This is an optimization exercise on Yosys and OpenROAD, whose aim is small area and a short achievable clock period, not a production implementation.
In this exercise RTL edits were held to simulation tests only and were not proved equivalent to the original.

Setup of wip/indigo:
Design vecDatapath, start of the top module:
module vecDatapath (
	input  logic        clk,
	input  logic        rstN,
	input  logic        hold,
	input  logic [95:0] fifoRdData,
	input  logic        fifoDataValid,
	output logic        fifoRead,
	output logic        wbValid,
	output logic [4:0]  wbAddr,
	output logic [63:0] wbData
);
	localparam int laneWidth = 16;
	localparam logic [1:0] fuBcast = 2'd3;
	logic        consume;
	logic        ifIdValid;
	logic [95:0] ifIdEntry;
	logic [31:0] ifIdInstr;
	logic [9:0]  idCtrl;
	logic        idWrite;
	logic        idBcast;
	logic [4:0]  idSrc1;
	logic [4:0]  idSrc2;
	logic [63:0] rdDataA;
	logic [63:0] rdDataB;
	logic        fwdA;
	logic        fwdB;
	logic [63:0] opANext;
	logic [63:0] opBNext;
	logic        idExWrite;
	logic [4:0]  idExCtrl;
	logic [4:0]  idExDst;
	logic [63:0] idExOpA;
	logic [63:0] idExOpB;
	logic        exWbWrite;
	logic [4:0]  exWbDst;
	logic [63:0] exWbResult;
	logic [63:0] exResult;
	logic        exIsMul;
	logic [63:0] exMul;
  ...
Size in the first run: ~9200 cells after synthesis, roughly 2300 flip-flops, ~170 I/O pins, roughly 120000 um^2 of cells after synthesis.
==> module vecRegFile, before the edit <==
module vecRegFile (
	input  logic        clk,
	input  logic        rstN,
	input  logic [4:0]  rdAddrA,
	input  logic [4:0]  rdAddrB,
	output logic [63:0] rdDataA,
	output logic [63:0] rdDataB,
	input  logic        wrEn,
	input  logic [4:0]  wrAddr,
	input  logic [63:0] wrData
);
	localparam int regCount = 32;
	logic [regCount-1:0][63:0] regs;
	logic [regCount-1:0]       regValid;
	logic [regCount-1:0]       wrSel;
	logic [regCount-1:0]       selA;
	logic [regCount-1:0]       selB;
	logic                      wtA;
	logic                      wtB;
	always_comb begin
		for (int i = 0; i < regCount; i++) begin
			wrSel[i] = wrEn && (wrAddr == 5'(i));
		end
	end
	always_ff @(posedge clk or negedge rstN) begin
		if (!rstN) begin
			regValid <= '0;
		end else begin
			regValid <= regValid | wrSel;
		end
	end
	always_ff @(posedge clk) begin
		for (int i = 0; i < regCount; i++) begin
			if (wrSel[i]) regs[i] <= wrData;
		end
	end
	assign wtA = wrEn && (wrAddr == rdAddrA);
	assign wtB = wrEn && (wrAddr == rdAddrB);
	always_comb begin
		for (int i = 0; i < regCount; i++) begin
			selA[i] = (rdAddrA == 5'(i)) && regValid[i] && !wtA;
			selB[i] = (rdAddrB == 5'(i)) && regValid[i] && !wtB;
		end
		rdDataA = wtA ? wrData : '0;
		rdDataB = wtB ? wrData : '0;
		for (int i = 0; i < regCount; i++) begin
			rdDataA = rdDataA | (regs[i] & {64{selA[i]}});
			rdDataB = rdDataB | (regs[i] & {64{selB[i]}});
		end
	end
endmodule
==> module vecDatapath, before the edit <==
module vecDatapath (
	input  logic        clk,
	input  logic        rstN,
	input  logic        hold,
	input  logic [95:0] fifoRdData,
	input  logic        fifoDataValid,
	output logic        fifoRead,
	output logic        wbValid,
	output logic [4:0]  wbAddr,
	output logic [63:0] wbData
);
	localparam int laneWidth = 16;
	localparam logic [1:0] fuBcast = 2'd3;
	logic        consume;
	logic        ifIdValid;
	logic [95:0] ifIdEntry;
	logic [31:0] ifIdInstr;
	logic [9:0]  idCtrl;
	logic        idWrite;
	logic        idBcast;
	logic [4:0]  idSrc1;
	logic [4:0]  idSrc2;
	logic [63:0] rdDataA;
	logic [63:0] rdDataB;
	logic        fwdA;
	logic        fwdB;
	logic [63:0] opANext;
	logic [63:0] opBNext;
	logic        idExWrite;
	logic [4:0]  idExCtrl;
	logic [4:0]  idExDst;
	logic [63:0] idExOpA;
	logic [63:0] idExOpB;
	logic        exWbWrite;
	logic [4:0]  exWbDst;
	logic [63:0] exWbResult;
	logic [63:0] exResult;
	logic        exIsMul;
	logic [63:0] exMul;
	logic [63:0] exOther;
	assign fifoRead = ~hold;
	assign consume  = fifoRead & fifoDataValid;
	always_ff @(posedge clk or negedge rstN) begin
		if (!rstN) begin
			ifIdValid <= 1'b0;
		end else if (!hold) begin
			ifIdValid <= consume;
		end
	end
	always_ff @(posedge clk) begin
		if (consume) begin
			ifIdEntry <= fifoRdData;
		end
	end
	assign ifIdInstr = ifIdEntry[31:0];
	assign idSrc1    = ifIdInstr[23:19];
	assign idSrc2    = ifIdInstr[18:14];
	vecDecoder decoder (
		.instr (ifIdInstr),
		.ctrl  (idCtrl)
	);
	assign idWrite = ifIdValid & idCtrl[9];
	assign idBcast = (idCtrl[8:7] == fuBcast);
	vecRegFile regFile (
		.clk     (clk),
		.rstN    (rstN),
		.rdAddrA (idSrc1),
		.rdAddrB (idSrc2),
		.rdDataA (rdDataA),
		.rdDataB (rdDataB),
		.wrEn    (exWbWrite),
		.wrAddr  (exWbDst),
		.wrData  (exWbResult)
	);
	assign fwdA = idExWrite && (idExDst == idSrc1);
	assign fwdB = idExWrite && (idExDst == idSrc2) && !idBcast;
	assign opANext = (fwdA && exIsMul) ? exMul :
	                 fwdA ? exOther : rdDataA;
	assign opBNext = (fwdB && exIsMul) ? exMul :
	                 fwdB ? exOther :
	                 idBcast ? {48'b0, ifIdEntry[32 +: laneWidth]} : rdDataB;
	always_ff @(posedge clk or negedge rstN) begin
		if (!rstN) begin
			idExWrite <= 1'b0;
		end else if (!hold) begin
			idExWrite <= idWrite;
		end
	end
	always_ff @(posedge clk) begin
		if (!hold) begin
			idExCtrl <= idCtrl[9:5];
			idExDst  <= idCtrl[4:0];
			idExOpA  <= opANext;
			idExOpB  <= opBNext;
		end
	end
	vecExecUnit execUnit (
		.fuSel    (idExCtrl[3:2]),
		.subtract (idExCtrl[1]),
		.sat      (idExCtrl[0]),
		.opA      (idExOpA),
		.opB      (idExOpB),
		.result   (exResult),
		.isMul    (exIsMul),
		.mulVec   (exMul),
		.otherVec (exOther)
	);
	always_ff @(posedge clk or negedge rstN) begin
		if (!rstN) begin
			exWbWrite <= 1'b0;
		end else if (!hold) begin
			exWbWrite <= idExWrite;
		end
	end
	always_ff @(posedge clk) begin
		if (!hold) begin
			exWbDst    <= idExDst;
			exWbResult <= exResult;
		end
	end
	assign wbValid = exWbWrite & ~hold;
	assign wbAddr  = exWbDst;
	assign wbData  = exWbResult;
endmodule
Settings: LEC_CHECK=0, CAP_MARGIN=30, CORE_MARGIN=2, CORE_UTILIZATION=30, CTS_BUF_LIST=sky130_fd_sc_hd__clkbuf_8, PLACE_DENSITY=0.45, SETUP_SLACK_MARGIN=4.5, SLEW_MARGIN=50, TNS_END_PERCENT=5; clock period 8.5 ns.
run.sh (not shown) runs the stock make flow with config.mk's settings and CLKGATE_MAP_FILE= SYNTH_SCRIPT=/design/flow/synth_recipe.tcl, a recipe that flattens the netlist after the stock synthesis.
wip/indigo: PASS, flow complete, no timing, DRC or antenna violations
The following lists how wip/cedar was set up differently from wip/indigo:
--- a/flow/design.v
+++ b/flow/design.v
@@ -54,6 +54,10 @@
 	input  logic        clk,
 	input  logic        rstN,
-	input  logic [4:0]  rdAddrA,
-	input  logic [4:0]  rdAddrB,
+	input  logic [3:0]  rdLoA,
+	input  logic [7:0]  rdHiA,
+	input  logic        rdWtA,
+	input  logic [3:0]  rdLoB,
+	input  logic [7:0]  rdHiB,
+	input  logic        rdWtB,
 	output logic [63:0] rdDataA,
 	output logic [63:0] rdDataB,
@@ -68,6 +72,4 @@
 	logic [regCount-1:0]       selA;
 	logic [regCount-1:0]       selB;
-	logic                      wtA;
-	logic                      wtB;
 	always_comb begin
 		for (int i = 0; i < regCount; i++) begin
@@ -87,17 +89,17 @@
 		end
 	end
-	assign wtA = wrEn && (wrAddr == rdAddrA);
-	assign wtB = wrEn && (wrAddr == rdAddrB);
 	always_comb begin
 		for (int i = 0; i < regCount; i++) begin
-			selA[i] = (rdAddrA == 5'(i)) && regValid[i] && !wtA;
-			selB[i] = (rdAddrB == 5'(i)) && regValid[i] && !wtB;
+			selA[i] = rdLoA[i % 4] && rdHiA[i / 4] && regValid[i];
+			selB[i] = rdLoB[i % 4] && rdHiB[i / 4] && regValid[i];
 		end
-		rdDataA = wtA ? wrData : '0;
-		rdDataB = wtB ? wrData : '0;
+		rdDataA = '0;
+		rdDataB = '0;
 		for (int i = 0; i < regCount; i++) begin
 			rdDataA = rdDataA | (regs[i] & {64{selA[i]}});
 			rdDataB = rdDataB | (regs[i] & {64{selB[i]}});
 		end
+		if (rdWtA) rdDataA = wrData;
+		if (rdWtB) rdDataB = wrData;
 	end
 endmodule
@@ -740,6 +742,14 @@
 	logic        idWrite;
 	logic        idBcast;
-	logic [4:0]  idSrc1;
-	logic [4:0]  idSrc2;
+	logic [4:0]  fifoSrc1;
+	logic [4:0]  fifoSrc2;
+	logic [3:0]  ifIdLoA;
+	logic [7:0]  ifIdHiA;
+	logic [3:0]  ifIdLoB;
+	logic [7:0]  ifIdHiB;
+	logic        ifIdFwdA;
+	logic        ifIdFwdB;
+	logic        ifIdWtA;
+	logic        ifIdWtB;
 	logic [63:0] rdDataA;
 	logic [63:0] rdDataB;
@@ -769,12 +779,20 @@
 		end
 	end
+	assign fifoSrc1 = fifoRdData[23:19];
+	assign fifoSrc2 = fifoRdData[18:14];
 	always_ff @(posedge clk) begin
 		if (consume) begin
 			ifIdEntry <= fifoRdData;
+			ifIdLoA   <= 4'b1 << fifoSrc1[1:0];
+			ifIdHiA   <= 8'b1 << fifoSrc1[4:2];
+			ifIdLoB   <= 4'b1 << fifoSrc2[1:0];
+			ifIdHiB   <= 8'b1 << fifoSrc2[4:2];
+			ifIdFwdA  <= idWrite && (idCtrl[4:0] == fifoSrc1);
+			ifIdFwdB  <= idWrite && (idCtrl[4:0] == fifoSrc2);
+			ifIdWtA   <= idExWrite && (idExDst == fifoSrc1);
+			ifIdWtB   <= idExWrite && (idExDst == fifoSrc2);
 		end
 	end
 	assign ifIdInstr = ifIdEntry[31:0];
-	assign idSrc1    = ifIdInstr[23:19];
-	assign idSrc2    = ifIdInstr[18:14];
 	vecDecoder decoder (
 		.instr (ifIdInstr),
@@ -786,6 +804,10 @@
 		.clk     (clk),
 		.rstN    (rstN),
-		.rdAddrA (idSrc1),
-		.rdAddrB (idSrc2),
+		.rdLoA   (ifIdLoA),
+		.rdHiA   (ifIdHiA),
+		.rdWtA   (ifIdWtA),
+		.rdLoB   (ifIdLoB),
+		.rdHiB   (ifIdHiB),
+		.rdWtB   (ifIdWtB),
 		.rdDataA (rdDataA),
 		.rdDataB (rdDataB),
@@ -794,6 +816,6 @@
 		.wrData  (exWbResult)
 	);
-	assign fwdA = idExWrite && (idExDst == idSrc1);
-	assign fwdB = idExWrite && (idExDst == idSrc2) && !idBcast;
+	assign fwdA = ifIdFwdA;
+	assign fwdB = ifIdFwdB && !idBcast;
 	assign opANext = (fwdA && exIsMul) ? exMul :
 	                 fwdA ? exOther : rdDataA;
==> comparison <==
- Higher total clock sinks goes to wip/cedar over wip/indigo.
- wip/indigo → wip/cedar: layout-stage area growth over the synthesis result barely changed, met1 layer usage reported by global route climbed 0.16 points, maximum clock frequency climbed 0.0089 GHz, sequential fraction of the synthesis area climbed 0.26 points, non-clock buffer count dropped 3.1%.
- In the reports for wip/cedar and wip/indigo, the larger required arrival time at the worst endpoint belongs to wip/indigo.
- Layout buffering overhead excluding clock cells essentially unchanged between wip/indigo and wip/cedar.
- wip/indigo has a higher wire length of the first global-routing pass than wip/cedar.
- The start point of the critical path comes out idExOpB[1] in one run and ifIdEntry[19] in the other, namely in wip/cedar and wip/indigo respectively.

==> separate check: timing with driven ports <==
No port has a modelled driver above. Below, the same layouts with a new extraction and two added sets of constraints. Step 1, drivers: a clkbuf_16 drives clk and a buf_2 each remaining input, both assumed. Step 2 moves the port delays by t, midway between the first and last clock arrival at a register: inputs arrive t later, outputs are due t later. That takes back most of the time a late clock gives input paths. Slacks: ideal / step 1 / step 2; pairs: ideal / step 1.
run	shift t [ns]	setup slack, ns	worst data-port slew with drivers (ns)
wip/indigo	1.151	3.622 / 3.622 / 3.622	0.04
wip/cedar	1.109	3.826 / 3.826 / 3.826	0.09
After both steps setup and hold are still met in every run listed.
